Context: an optimization exercise on an open-source flow, tuned for small area. The choices shown serve that exercise and are no tape-out recipe.
Only simulation tests tie the RTL to the original design; equivalence was not proved.
Power figures rest on the tool's default switching activity, not on a simulated workload. The flow treats the clock pin as an ideal source, which a real chip does not have.

==> job 420: inputs <==
==> flow/design.v <==
package scope_cfg_pkg;
  localparam int adc_width       = 12;    
  localparam int host_data_width = 16;    
  localparam int mbox_width      = 32;    
  localparam int period_width    = 18;    
  localparam int capture_depth = 405;
  localparam logic [period_width-1:0] hold_low_cycles = 18'd142;   
  localparam logic [period_width-1:0] convt_start     = 18'd20;    
  localparam logic [period_width-1:0] convt_end       = 18'd162;   
  localparam logic [period_width-1:0] default_period = 18'd199;
  localparam logic [3:0] mbox_addr_period  = 4'd1;   
  localparam logic [3:0] mbox_addr_trigger = 4'd2;   
  localparam logic [15:0] trigger_free_run = 16'hffff;
  localparam int config_refresh = 1024;
  localparam int ring_len   = 15;
  localparam int ring_count = 27;
endpackage
package scope_types_pkg;
  typedef logic [12-1:0] sample_t;
  typedef logic [$clog2(405)-1:0] buf_addr_t;
  typedef logic [16-1:0] host_word_t;   
  typedef logic [3:0] mbox_addr_t;                                  
  typedef logic [18-1:0] period_t;         
  typedef logic [3:0] phase_t;      
  typedef logic [4:0] ring_sel_t;   
  typedef union packed {
    struct packed {
      logic [32-18-1:0] pad;   
      period_t                                                         period;
    } period_view;
    struct packed {
      logic [32-17:0] pad;       
      logic [15:0]                           trigger;   
    } trigger_view;
  } mbox_word_u;
endpackage
module adc_sampler (
  input  logic                                CLOCK_50,
  input  logic                                hps_fpga_reset_n,
  input  scope_types_pkg::period_t            sample_period,   
  input  logic [scope_cfg_pkg::adc_width-1:0] adc_bus,         
  output logic                                hold_n,
  output logic                                convt,
  output scope_types_pkg::sample_t            sample,
  output logic                                sample_valid
);
  scope_types_pkg::period_t conv_cnt;     
  scope_types_pkg::sample_t bus_rev;      
  logic                     convt_next;   
  logic                     convt_fall;   
  always_comb begin
    for (int i = 0; i < scope_cfg_pkg::adc_width; i++) begin
      bus_rev[i] = adc_bus[scope_cfg_pkg::adc_width-1-i];
    end
  end
  assign convt_next = (conv_cnt > scope_cfg_pkg::convt_start) &&
                      (conv_cnt < scope_cfg_pkg::convt_end);    
  assign convt_fall = convt && !convt_next;
  always_ff @(posedge CLOCK_50 or negedge hps_fpga_reset_n) begin
    if (!hps_fpga_reset_n) begin
      conv_cnt     <= '0;
      hold_n       <= 1'b0;   
      convt        <= 1'b0;
      sample_valid <= 1'b0;
    end else begin
      if (conv_cnt >= sample_period) begin
        conv_cnt <= '0;
      end else begin
        conv_cnt <= conv_cnt + 1'b1;
      end
      hold_n       <= (conv_cnt >= scope_cfg_pkg::hold_low_cycles);   
      convt        <= convt_next;
      sample_valid <= convt_fall;   
    end
  end
  always_ff @(posedge CLOCK_50) begin
    if (convt_fall) begin
      sample <= bus_rev;
    end
  end
endmodule
module config_reader (
  input  logic                        CLOCK_50,
  input  logic                        hps_fpga_reset_n,
  output scope_types_pkg::mbox_addr_t mbox_addr,
  input  scope_types_pkg::mbox_word_u mbox_rdata,
  output scope_types_pkg::period_t    sample_period,
  output scope_types_pkg::sample_t    trig_level,    
  output logic                        trig_free      
);
  logic [$clog2(scope_cfg_pkg::config_refresh)-1:0] refresh_cnt;
  logic                                             refresh_tick;   
  logic [2:0]                                       rd_seq;         
  logic                                             addr_trig;      
  assign refresh_tick = (int'(refresh_cnt) == scope_cfg_pkg::config_refresh - 1);
  assign mbox_addr = addr_trig ? scope_cfg_pkg::mbox_addr_trigger
                               : scope_cfg_pkg::mbox_addr_period;
  always_ff @(posedge CLOCK_50 or negedge hps_fpga_reset_n) begin
    if (!hps_fpga_reset_n) begin
      refresh_cnt <= '0;
      rd_seq      <= '0;
      addr_trig   <= 1'b0;
    end else begin
      if (refresh_tick) begin
        refresh_cnt <= '0;
      end else begin
        refresh_cnt <= refresh_cnt + 1'b1;
      end
      rd_seq <= {rd_seq[1:0], refresh_tick};
      if (refresh_tick) begin
        addr_trig <= 1'b0;
      end else if (rd_seq[0]) begin
        addr_trig <= 1'b1;   
      end
    end
  end
  always_ff @(posedge CLOCK_50 or negedge hps_fpga_reset_n) begin
    if (!hps_fpga_reset_n) begin
      sample_period <= scope_cfg_pkg::default_period;
      trig_level    <= scope_cfg_pkg::trigger_free_run[scope_cfg_pkg::adc_width-1:0];
      trig_free     <= 1'b1;   
    end else begin
      if (rd_seq[1]) begin
        sample_period <= mbox_rdata.period_view.period;
      end
      if (rd_seq[2]) begin
        trig_level <= mbox_rdata.trigger_view.trigger[scope_cfg_pkg::adc_width-1:0];
        trig_free  <= (mbox_rdata.trigger_view.trigger == scope_cfg_pkg::trigger_free_run);
      end
    end
  end
endmodule
module trigger_capture (
  input  logic                          CLOCK_50,
  input  logic                          hps_fpga_reset_n,
  input  scope_types_pkg::sample_t      sample,
  input  logic                          sample_valid,
  input  scope_types_pkg::sample_t      trig_level,
  input  logic                          trig_free,
  output logic                          capture_done,
  output scope_types_pkg::phase_t       phase,       
  input  scope_types_pkg::ring_sel_t    rd_ring,
  output scope_types_pkg::sample_t      rd_data      
);
  localparam int RL = scope_cfg_pkg::ring_len;
  localparam int RC = scope_cfg_pkg::ring_count;
  scope_types_pkg::sample_t   prev_sample;   
  scope_types_pkg::ring_sel_t wr_ring;       
  scope_types_pkg::phase_t    wr_slot;       
  logic                       wr_pend;       
  logic                       capturing;     
  logic                       crossing;
  logic                       start;
  logic                       accept;
  logic                       wr_now;        
  assign crossing = (prev_sample < trig_level) && (sample > trig_level);   
  assign start    = sample_valid && !capturing && (crossing || trig_free);
  assign accept   = start || (sample_valid && capturing);
  assign capture_done = sample_valid && capturing &&
                        (wr_ring == scope_types_pkg::ring_sel_t'(RC - 1)) &&
                        (wr_slot == scope_types_pkg::phase_t'(RL - 2));
  always_ff @(posedge CLOCK_50 or negedge hps_fpga_reset_n) begin
    if (!hps_fpga_reset_n) begin
      prev_sample <= '0;
      capturing   <= 1'b0;
      wr_pend     <= 1'b0;
    end else begin
      if (sample_valid) begin
        prev_sample <= sample;
      end
      if (start) begin
        capturing <= 1'b1;
      end else if (capture_done) begin
        capturing <= 1'b0;   
      end
      if (accept) begin
        wr_pend <= 1'b1;
      end else if (wr_now) begin
        wr_pend <= 1'b0;
      end
    end
  end
  always_ff @(posedge CLOCK_50) begin
    if (start) begin
      wr_ring <= '0;
      wr_slot <= '0;
    end else if (accept) begin
      if (wr_slot == scope_types_pkg::phase_t'(RL - 1)) begin
        wr_ring <= wr_ring + 1'b1;
        wr_slot <= '0;
      end else begin
        wr_slot <= wr_slot + 1'b1;
      end
    end
  end
  always_ff @(posedge CLOCK_50 or negedge hps_fpga_reset_n) begin
    if (!hps_fpga_reset_n) begin
      phase <= '0;
    end else if (phase == scope_types_pkg::phase_t'(RL - 1)) begin
      phase <= '0;
    end else begin
      phase <= phase + 1'b1;
    end
  end
  assign wr_now = wr_pend && (phase == wr_slot);
  logic [RC-1:0][RL-1:0][scope_cfg_pkg::adc_width-1:0] ring;
  logic [RC-1:0]                                        ring_wr;
  for (genvar r = 0; r < RC; r++) begin : g_ring
    assign ring_wr[r] = wr_now && (wr_ring == scope_types_pkg::ring_sel_t'(r));
    always_ff @(posedge CLOCK_50) begin
      ring[r] <= {ring[r][RL-2:0], (ring_wr[r] ? sample : ring[r][RL-1])};
    end
  end
  always_comb begin
    rd_data = '0;
    for (int r = 0; r < RC; r++) begin
      rd_data |= ring[r][RL-1] & {scope_cfg_pkg::adc_width{rd_ring == scope_types_pkg::ring_sel_t'(r)}};
    end
  end
endmodule
module host_copy (
  input  logic                          CLOCK_50,
  input  logic                          hps_fpga_reset_n,
  input  logic                          capture_done,
  input  logic                          host_reading,   
  input  scope_types_pkg::phase_t       phase,
  output scope_types_pkg::ring_sel_t    rd_ring,
  input  scope_types_pkg::sample_t      rd_data,
  output scope_types_pkg::buf_addr_t    host_addr,
  output logic                          host_write,
  output scope_types_pkg::host_word_t   host_wdata,
  output logic                          host_busy
);
  localparam int RL = scope_cfg_pkg::ring_len;
  logic                     fetching;    
  logic                     start;
  logic                     last_wr;     
  scope_types_pkg::phase_t  lag;         
  scope_types_pkg::phase_t  start_lag;   
  scope_types_pkg::sample_t wdata;
  logic [RL-2:0][scope_cfg_pkg::adc_width-1:0] dly;   
  assign start     = capture_done && !host_reading && !fetching;
  assign last_wr   = host_write &&
                     (host_addr == scope_types_pkg::buf_addr_t'(scope_cfg_pkg::capture_depth - 2));
  assign start_lag = (phase >= scope_types_pkg::phase_t'(RL - 2)) ? phase - (RL - 2)
                                                                  : phase + 2'd2;
  always_ff @(posedge CLOCK_50 or negedge hps_fpga_reset_n) begin
    if (!hps_fpga_reset_n) begin
      fetching   <= 1'b0;
      host_write <= 1'b0;
    end else begin
      if (start) begin
        fetching <= 1'b1;
      end else if (last_wr) begin
        fetching <= 1'b0;
      end
      host_write <= fetching;
    end
  end
  always_ff @(posedge CLOCK_50) begin
    if (start) begin
      lag <= start_lag;
    end
    host_addr <= host_write ? host_addr + 1'b1 : '0;
    if (!host_write) begin
      rd_ring <= '0;
    end else if (phase == scope_types_pkg::phase_t'(RL - 1)) begin
      rd_ring <= rd_ring + 1'b1;
    end
    dly <= {dly[RL-3:0], rd_data};
  end
  always_comb begin
    wdata = rd_data & {scope_cfg_pkg::adc_width{lag == '0}};
    for (int i = 0; i < RL - 1; i++) begin
      wdata |= dly[i] & {scope_cfg_pkg::adc_width{lag == scope_types_pkg::phase_t'(i + 1)}};
    end
  end
  assign host_wdata = {{(scope_cfg_pkg::host_data_width - scope_cfg_pkg::adc_width){1'b0}},
                       wdata};
  assign host_busy  = host_write;
endmodule
module scope_top (
  input  logic                                CLOCK_50,
  input  logic                                hps_fpga_reset_n,
  input  logic [scope_cfg_pkg::adc_width-1:0] adc_bus,
  output logic                                hold_n,
  output logic                                convt,
  output scope_types_pkg::mbox_addr_t         mbox_addr,
  input  scope_types_pkg::mbox_word_u         mbox_rdata,
  input  logic                                host_reading,
  output scope_types_pkg::buf_addr_t          host_addr,
  output logic                                host_write,
  output scope_types_pkg::host_word_t         host_wdata,
  output logic                                host_busy
);
  scope_types_pkg::period_t   sample_period;
  scope_types_pkg::sample_t   trig_level;
  logic                       trig_free;
  scope_types_pkg::sample_t   sample;
  logic                       sample_valid;
  logic                       capture_done;
  scope_types_pkg::phase_t    phase;
  scope_types_pkg::ring_sel_t rd_ring;
  scope_types_pkg::sample_t   rd_data;
  adc_sampler u_adc_sampler (
    .CLOCK_50         (CLOCK_50),
    .hps_fpga_reset_n (hps_fpga_reset_n),
    .sample_period    (sample_period),
    .adc_bus          (adc_bus),
    .hold_n           (hold_n),
    .convt            (convt),
    .sample           (sample),
    .sample_valid     (sample_valid)
  );
  config_reader u_config_reader (
    .CLOCK_50         (CLOCK_50),
    .hps_fpga_reset_n (hps_fpga_reset_n),
    .mbox_addr        (mbox_addr),
    .mbox_rdata       (mbox_rdata),
    .sample_period    (sample_period),
    .trig_level       (trig_level),
    .trig_free        (trig_free)
  );
  trigger_capture u_trigger_capture (
    .CLOCK_50         (CLOCK_50),
    .hps_fpga_reset_n (hps_fpga_reset_n),
    .sample           (sample),
    .sample_valid     (sample_valid),
    .trig_level       (trig_level),
    .trig_free        (trig_free),
    .capture_done     (capture_done),
    .phase            (phase),
    .rd_ring          (rd_ring),
    .rd_data          (rd_data)
  );
  host_copy u_host_copy (
    .CLOCK_50         (CLOCK_50),
    .hps_fpga_reset_n (hps_fpga_reset_n),
    .capture_done     (capture_done),
    .host_reading     (host_reading),
    .phase            (phase),
    .rd_ring          (rd_ring),
    .rd_data          (rd_data),
    .host_addr        (host_addr),
    .host_write       (host_write),
    .host_wdata       (host_wdata),
    .host_busy        (host_busy)
  );
endmodule
==> flow/run.sh <==
#!/bin/bash
# synth_recipe.tcl (not shown) runs the flow's synth.tcl, then flattens the netlist and writes it again
# the make line also repeats each setting of config.mk as NAME=value (left out here)
make -C /OpenROAD-flow-scripts/flow DESIGN_CONFIG=/design/flow/config.mk WORK_HOME=/design/flow/orfs CLKGATE_MAP_FILE= SYNTH_SCRIPT=/design/flow/synth_recipe.tcl finish
==> flow/config.mk <==
export PLATFORM = sky130hd
export DESIGN_NAME = scope_top
export DESIGN_NICKNAME = scope_top
export VERILOG_FILES = /design/flow/design.v
export SDC_FILE = /design/flow/constraint.sdc
export NUM_CORES = 4
export LEC_CHECK = 0
export CAP_MARGIN = 20
export CORE_MARGIN = 2
export CORE_UTILIZATION = 45
export SLEW_MARGIN = 20
export SYNTH_MEMORY_MAX_BITS = 8192
==> flow/constraint.sdc <==
create_clock -name core_clock -period 10.0 [get_ports {CLOCK_50}]
set_input_delay 2.0000 -clock core_clock [delete_from_list [all_inputs] [get_ports {CLOCK_50}]]
set_output_delay 2.0000 -clock core_clock [all_outputs]
set_load 0.01 [all_outputs]
==> inputs of job 364, as changes to job 420 <==
==> flow/design.v, changed modules only <==
module adc_sampler (
  input  logic                                CLOCK_50,
  input  logic                                hps_fpga_reset_n,
  input  scope_types_pkg::period_t            sample_period,   
  input  logic [scope_cfg_pkg::adc_width-1:0] adc_bus,         
  output logic                                hold_n,
  output logic                                convt,
  output scope_types_pkg::sample_t            sample,         
  output logic                                sample_valid    
);
  scope_types_pkg::period_t conv_cnt;     
  scope_types_pkg::sample_t bus_rev;      
  logic                     convt_next;   
  logic                     convt_fall;   
  always_comb begin
    for (int i = 0; i < scope_cfg_pkg::adc_width; i++) begin
      bus_rev[i] = adc_bus[scope_cfg_pkg::adc_width-1-i];
    end
  end
  assign convt_next = (conv_cnt > scope_cfg_pkg::convt_start) &&
                      (conv_cnt < scope_cfg_pkg::convt_end);    
  assign convt_fall = convt && !convt_next;
  always_ff @(posedge CLOCK_50 or negedge hps_fpga_reset_n) begin
    if (!hps_fpga_reset_n) begin
      conv_cnt     <= '0;
      hold_n       <= 1'b0;   
      convt        <= 1'b0;
    end else begin
      if (conv_cnt >= sample_period) begin
        conv_cnt <= '0;
      end else begin
        conv_cnt <= conv_cnt + 1'b1;
      end
      hold_n       <= (conv_cnt >= scope_cfg_pkg::hold_low_cycles);   
      convt        <= convt_next;
    end
  end
  assign sample       = bus_rev;
  assign sample_valid = convt_fall;
endmodule
module config_reader (
  input  logic                        CLOCK_50,
  input  logic                        hps_fpga_reset_n,
  output scope_types_pkg::mbox_addr_t mbox_addr,
  input  scope_types_pkg::mbox_word_u mbox_rdata,
  output scope_types_pkg::period_t    sample_period,
  output scope_types_pkg::sample_t    trig_level,    
  output logic                        trig_free      
);
  logic [$clog2(scope_cfg_pkg::config_refresh)-1:0] refresh_cnt;
  logic                                             refresh_tick;   
  logic [2:0]                                       rd_seq;         
  logic                                             addr_trig;      
  scope_types_pkg::sample_t                         level_q;
  logic                                             free_q;
  assign refresh_tick = (int'(refresh_cnt) == scope_cfg_pkg::config_refresh - 1);
  assign mbox_addr = addr_trig ? scope_cfg_pkg::mbox_addr_trigger
                               : scope_cfg_pkg::mbox_addr_period;
  always_ff @(posedge CLOCK_50 or negedge hps_fpga_reset_n) begin
    if (!hps_fpga_reset_n) begin
      refresh_cnt <= '0;
      rd_seq      <= '0;
      addr_trig   <= 1'b0;
    end else begin
      if (refresh_tick) begin
        refresh_cnt <= '0;
      end else begin
        refresh_cnt <= refresh_cnt + 1'b1;
      end
      rd_seq <= {rd_seq[1:0], refresh_tick};
      if (refresh_tick) begin
        addr_trig <= 1'b0;
      end else if (rd_seq[0]) begin
        addr_trig <= 1'b1;   
      end
    end
  end
  always_ff @(posedge CLOCK_50 or negedge hps_fpga_reset_n) begin
    if (!hps_fpga_reset_n) begin
      sample_period <= scope_cfg_pkg::default_period;
      free_q        <= 1'b1;   
    end else begin
      if (rd_seq[1]) begin
        sample_period <= mbox_rdata.period_view.period;
      end
      if (rd_seq[2]) begin
        free_q <= (mbox_rdata.trigger_view.trigger == scope_cfg_pkg::trigger_free_run);
      end
    end
  end
  always_ff @(posedge CLOCK_50) begin
    if (rd_seq[2]) begin
      level_q <= mbox_rdata.trigger_view.trigger[scope_cfg_pkg::adc_width-1:0];
    end
  end
  assign trig_level = rd_seq[2] ? mbox_rdata.trigger_view.trigger[scope_cfg_pkg::adc_width-1:0]
                               : level_q;
  assign trig_free  = rd_seq[2] ? (mbox_rdata.trigger_view.trigger == scope_cfg_pkg::trigger_free_run)
                               : free_q;
endmodule
module trigger_capture (
  input  logic                          CLOCK_50,
  input  logic                          hps_fpga_reset_n,
  input  scope_types_pkg::sample_t      sample,
  input  logic                          sample_valid,
  input  scope_types_pkg::sample_t      trig_level,
  input  logic                          trig_free,
  output logic                          capture_done,   
  output scope_types_pkg::phase_t       phase,       
  input  scope_types_pkg::ring_sel_t    rd_ring,
  output scope_types_pkg::sample_t      rd_data      
);
  localparam int RL = scope_cfg_pkg::ring_len;
  localparam int RC = scope_cfg_pkg::ring_count;
  scope_types_pkg::sample_t   prev_sample;   
  scope_types_pkg::ring_sel_t wr_ring;       
  scope_types_pkg::phase_t    wr_slot;       
  logic                       wr_pend;       
  logic                       capturing;     
  logic                       crossing;
  logic                       start;
  logic                       accept;
  logic                       wr_now;        
  logic                       last;          
  assign crossing = (prev_sample < trig_level) && (sample > trig_level);   
  assign start    = sample_valid && !capturing && (crossing || trig_free);
  assign accept   = start || (sample_valid && capturing);
  assign last         = sample_valid && capturing &&
                        (wr_ring == scope_types_pkg::ring_sel_t'(RC - 1)) &&
                        (wr_slot == scope_types_pkg::phase_t'(RL - 2));
  always_ff @(posedge CLOCK_50 or negedge hps_fpga_reset_n) begin
    if (!hps_fpga_reset_n) begin
      prev_sample <= '0;
      capture_done <= 1'b0;
      capturing   <= 1'b0;
      wr_pend     <= 1'b0;
    end else begin
      if (sample_valid) begin
        prev_sample <= sample;
      end
      capture_done <= last;
      if (start) begin
        capturing <= 1'b1;
      end else if (last) begin
        capturing <= 1'b0;   
      end
      if (accept) begin
        wr_pend <= 1'b1;
      end else if (wr_now) begin
        wr_pend <= 1'b0;
      end
    end
  end
  always_ff @(posedge CLOCK_50) begin
    if (start) begin
      wr_ring <= '0;
      wr_slot <= '0;
    end else if (accept) begin
      if (wr_slot == scope_types_pkg::phase_t'(RL - 1)) begin
        wr_ring <= wr_ring + 1'b1;
        wr_slot <= '0;
      end else begin
        wr_slot <= wr_slot + 1'b1;
      end
    end
  end
  always_ff @(posedge CLOCK_50 or negedge hps_fpga_reset_n) begin
    if (!hps_fpga_reset_n) begin
      phase <= '0;
    end else if (phase == scope_types_pkg::phase_t'(RL - 1)) begin
      phase <= '0;
    end else begin
      phase <= phase + 1'b1;
    end
  end
  assign wr_now = wr_pend && (phase == wr_slot);
  logic [RC-1:0][RL-1:0][scope_cfg_pkg::adc_width-1:0] ring;
  logic [RC-1:0]                                        ring_wr;
  for (genvar r = 0; r < RC; r++) begin : g_ring
    assign ring_wr[r] = wr_now && (wr_ring == scope_types_pkg::ring_sel_t'(r));
    always_ff @(posedge CLOCK_50) begin
      ring[r] <= {ring[r][RL-2:0], (ring_wr[r] ? prev_sample : ring[r][RL-1])};
    end
  end
  always_comb begin
    rd_data = '0;
    for (int r = 0; r < RC; r++) begin
      rd_data |= ring[r][RL-1] & {scope_cfg_pkg::adc_width{rd_ring == scope_types_pkg::ring_sel_t'(r)}};
    end
  end
endmodule
--- a/flow/config.mk
+++ b/flow/config.mk
@@ -6,7 +6,11 @@
 export NUM_CORES = 4
 export LEC_CHECK = 0
+export ABC_AREA = 1
 export CAP_MARGIN = 20
 export CORE_MARGIN = 2
-export CORE_UTILIZATION = 45
+export CORE_UTILIZATION = 65
+export CTS_BUF_LIST = sky130_fd_sc_hd__clkbuf_16
+export CTS_CLUSTER_DIAMETER = 80
+export CTS_CLUSTER_SIZE = 32
 export SLEW_MARGIN = 20
 export SYNTH_MEMORY_MAX_BITS = 8192
==> inputs of job 6022, as changes to job 420 <==
==> flow/design.v, changed modules only <==
module config_reader (
  input  logic                        CLOCK_50,
  input  logic                        hps_fpga_reset_n,
  output scope_types_pkg::mbox_addr_t mbox_addr,
  input  scope_types_pkg::mbox_word_u mbox_rdata,
  output scope_types_pkg::period_t    sample_period,
  output scope_types_pkg::sample_t    trig_level,    
  output logic                        trig_free      
);
  logic [$clog2(scope_cfg_pkg::config_refresh)-1:0] refresh_cnt;
  logic                                             refresh_tick;   
  logic [2:0]                                       rd_seq;         
  logic                                             addr_trig;      
  assign refresh_tick = (int'(refresh_cnt) == scope_cfg_pkg::config_refresh - 1);
  assign mbox_addr = addr_trig ? scope_cfg_pkg::mbox_addr_trigger
                               : scope_cfg_pkg::mbox_addr_period;
  always_ff @(posedge CLOCK_50 or negedge hps_fpga_reset_n) begin
    if (!hps_fpga_reset_n) begin
      refresh_cnt <= '0;
      rd_seq      <= '0;
      addr_trig   <= 1'b0;
    end else begin
      if (refresh_tick) begin
        refresh_cnt <= '0;
      end else begin
        refresh_cnt <= refresh_cnt + 1'b1;
      end
      rd_seq <= {rd_seq[1:0], refresh_tick};
      if (refresh_tick) begin
        addr_trig <= 1'b0;
      end else if (rd_seq[0]) begin
        addr_trig <= 1'b1;   
      end
    end
  end
  always_ff @(posedge CLOCK_50 or negedge hps_fpga_reset_n) begin
    if (!hps_fpga_reset_n) begin
      sample_period <= scope_cfg_pkg::default_period;
      trig_free     <= 1'b1;   
    end else begin
      if (rd_seq[1]) begin
        sample_period <= mbox_rdata.period_view.period;
      end
      if (rd_seq[2]) begin
        trig_free <= (mbox_rdata.trigger_view.trigger == scope_cfg_pkg::trigger_free_run);
      end
    end
  end
  always_ff @(posedge CLOCK_50) begin
    if (rd_seq[2]) begin
      trig_level <= mbox_rdata.trigger_view.trigger[scope_cfg_pkg::adc_width-1:0];
    end
  end
endmodule
==> flow/flow/run.sh (new file) <==
#!/bin/bash
# Standard layout, with two changes: port buffers use the smallest buffer, and clock tree
# synthesis inserts no dummy loads. Each tool's output goes to a log file in this folder.
set -e
cp standard.sh standard_sh.log.txt 2>/dev/null || true
export BUFFER_PORTS_ARGS="-buffer_cell sky130_fd_sc_hd__buf_1"
export CTS_ARGS="-sink_clustering_enable -repair_clock_nets -sink_clustering_size 32 -sink_clustering_max_diameter 80 -buf_list sky130_fd_sc_hd__clkbuf_16 -dont_use_dummy_load"
bash standard.sh > standard.log 2>&1
==> flow/standard.sh (new file) <==
#!/bin/bash
# synth_recipe.tcl (not shown) runs the flow's synth.tcl, then flattens the netlist and writes it again
# the make line also repeats each setting of config.mk as NAME=value (left out here)
make -C /OpenROAD-flow-scripts/flow DESIGN_CONFIG=/design/flow/config.mk WORK_HOME=/design/flow/orfs CLKGATE_MAP_FILE= SYNTH_SCRIPT=/design/flow/synth_recipe.tcl "${@:-finish}"
--- a/flow/config.mk
+++ b/flow/config.mk
@@ -6,7 +6,11 @@
 export NUM_CORES = 4
 export LEC_CHECK = 0
+export ABC_AREA = 1
 export CAP_MARGIN = 20
 export CORE_MARGIN = 2
-export CORE_UTILIZATION = 45
+export CORE_UTILIZATION = 65
+export CTS_BUF_LIST = sky130_fd_sc_hd__clkbuf_16
+export CTS_CLUSTER_DIAMETER = 80
+export CTS_CLUSTER_SIZE = 32
 export SLEW_MARGIN = 20
 export SYNTH_MEMORY_MAX_BITS = 8192
removed: flow/run.sh
==> qor summary <==
Number of buffers added by the clock tree synthesis step: job 364 179; job 420 447; job 6022 181
Final cycle utilization of the critical path: job 364 0.6801; job 420 0.7389; job 6022 0.6400
Top Layer Used: job 364 met5; job 420 met5; job 6022 met4
CTS Buffer Depth: job 364 3; job 420 4; job 6022 3
Via count of the first global-routing pass: job 364 44,276; job 420 46,664; job 6022 43,514
Post-route setup slack: job 364 3.199 ns; job 420 2.611 ns; job 6022 3.600 ns
Cells after synthesis: job 364 7,323; job 420 6,694; job 6022 7,316
Largest fanout on the critical path: job 364 15; job 420 24; job 6022 9
Final Instance Count excl. Fillers: job 364 9,828; job 420 10,864; job 6022 9,801
Overall die height: job 364 423.2 um; job 420 510.4 um; job 6022 423.2 um
Highest cell delay on the worst timing path: job 364 0.66 ns; job 420 0.71 ns; job 6022 0.75 ns
Yosys reg bits: job 364 5,141; job 420 5,153; job 6022 5,153
DIE AREA: job 364 0.1791 mm2; job 420 0.2605 mm2; job 6022 0.1791 mm2
Reg-to-Reg Start: job 364 u_trigger_capture.phase[0]$_DFF_PN0_; job 420 u_trigger_capture.phase[3]$_DFF_PN0_; job 6022 u_host_copy.rd_ring[0]$_SDFFE_PN0P_
Result of the run: job 364 no timing/DRC/antenna violations; job 420 no timing/DRC/antenna violations; job 6022 no timing/DRC/antenna violations
Overall power after layout: job 364 29,440 uW; job 420 37,830 uW; job 6022 29,240 uW
Detailed-route via count: job 364 46,276; job 420 47,308; job 6022 45,883
Endpoint arrival time on the critical path: job 364 4.80 ns; job 420 5.39 ns; job 6022 4.40 ns
Synth Area in Adders: job 364 0.006683; job 420 0.006614; job 6022 0.006683
Number of cell instances on the worst register-to-register path: job 364 7; job 420 6; job 6022 8
Sequential element share of the synthesized area: job 364 0.9048; job 420 0.8993; job 6022 0.9090
Portion of total power attributed to the clock network: job 364 0.302; job 420 0.456; job 6022 0.297
Actual transition at the worst max-transition pin: job 364 1.223 ns; job 420 1.136 ns; job 6022 0.9778 ns

what the ideal ports hide:
The flow's constraints put no driver on any port. The routed layouts listed below were extracted and timed again, unchanged, in two steps.
Step 1 assumes that a clkbuf_16 drives the clock port and a buf_2 every other input.
Step 2, shift: input delay + t, output delay - t, t = (earliest + latest rising clock arrival at the registers) / 2. This alone moves slack from input paths to output paths.
Three values: ideal, step 1, step 2; two values: the first two.
run	t (ns)	setup WS [ns]	worst hold slack (ns)	clock arrival spread, ns
job 420	1.033	2.611 / 2.521 / 3.554	0.252 / 0.252 / 0.252	0.094 / 0.094
job 364	0.923	3.199 / 3.115 / 4.038	0.313 / 0.313 / 0.313	0.034 / 0.034
job 6022	0.893	3.600 / 3.517 / 4.411	0.293 / 0.293 / 0.293	0.075 / 0.075
After both steps every run listed still meets setup and hold.
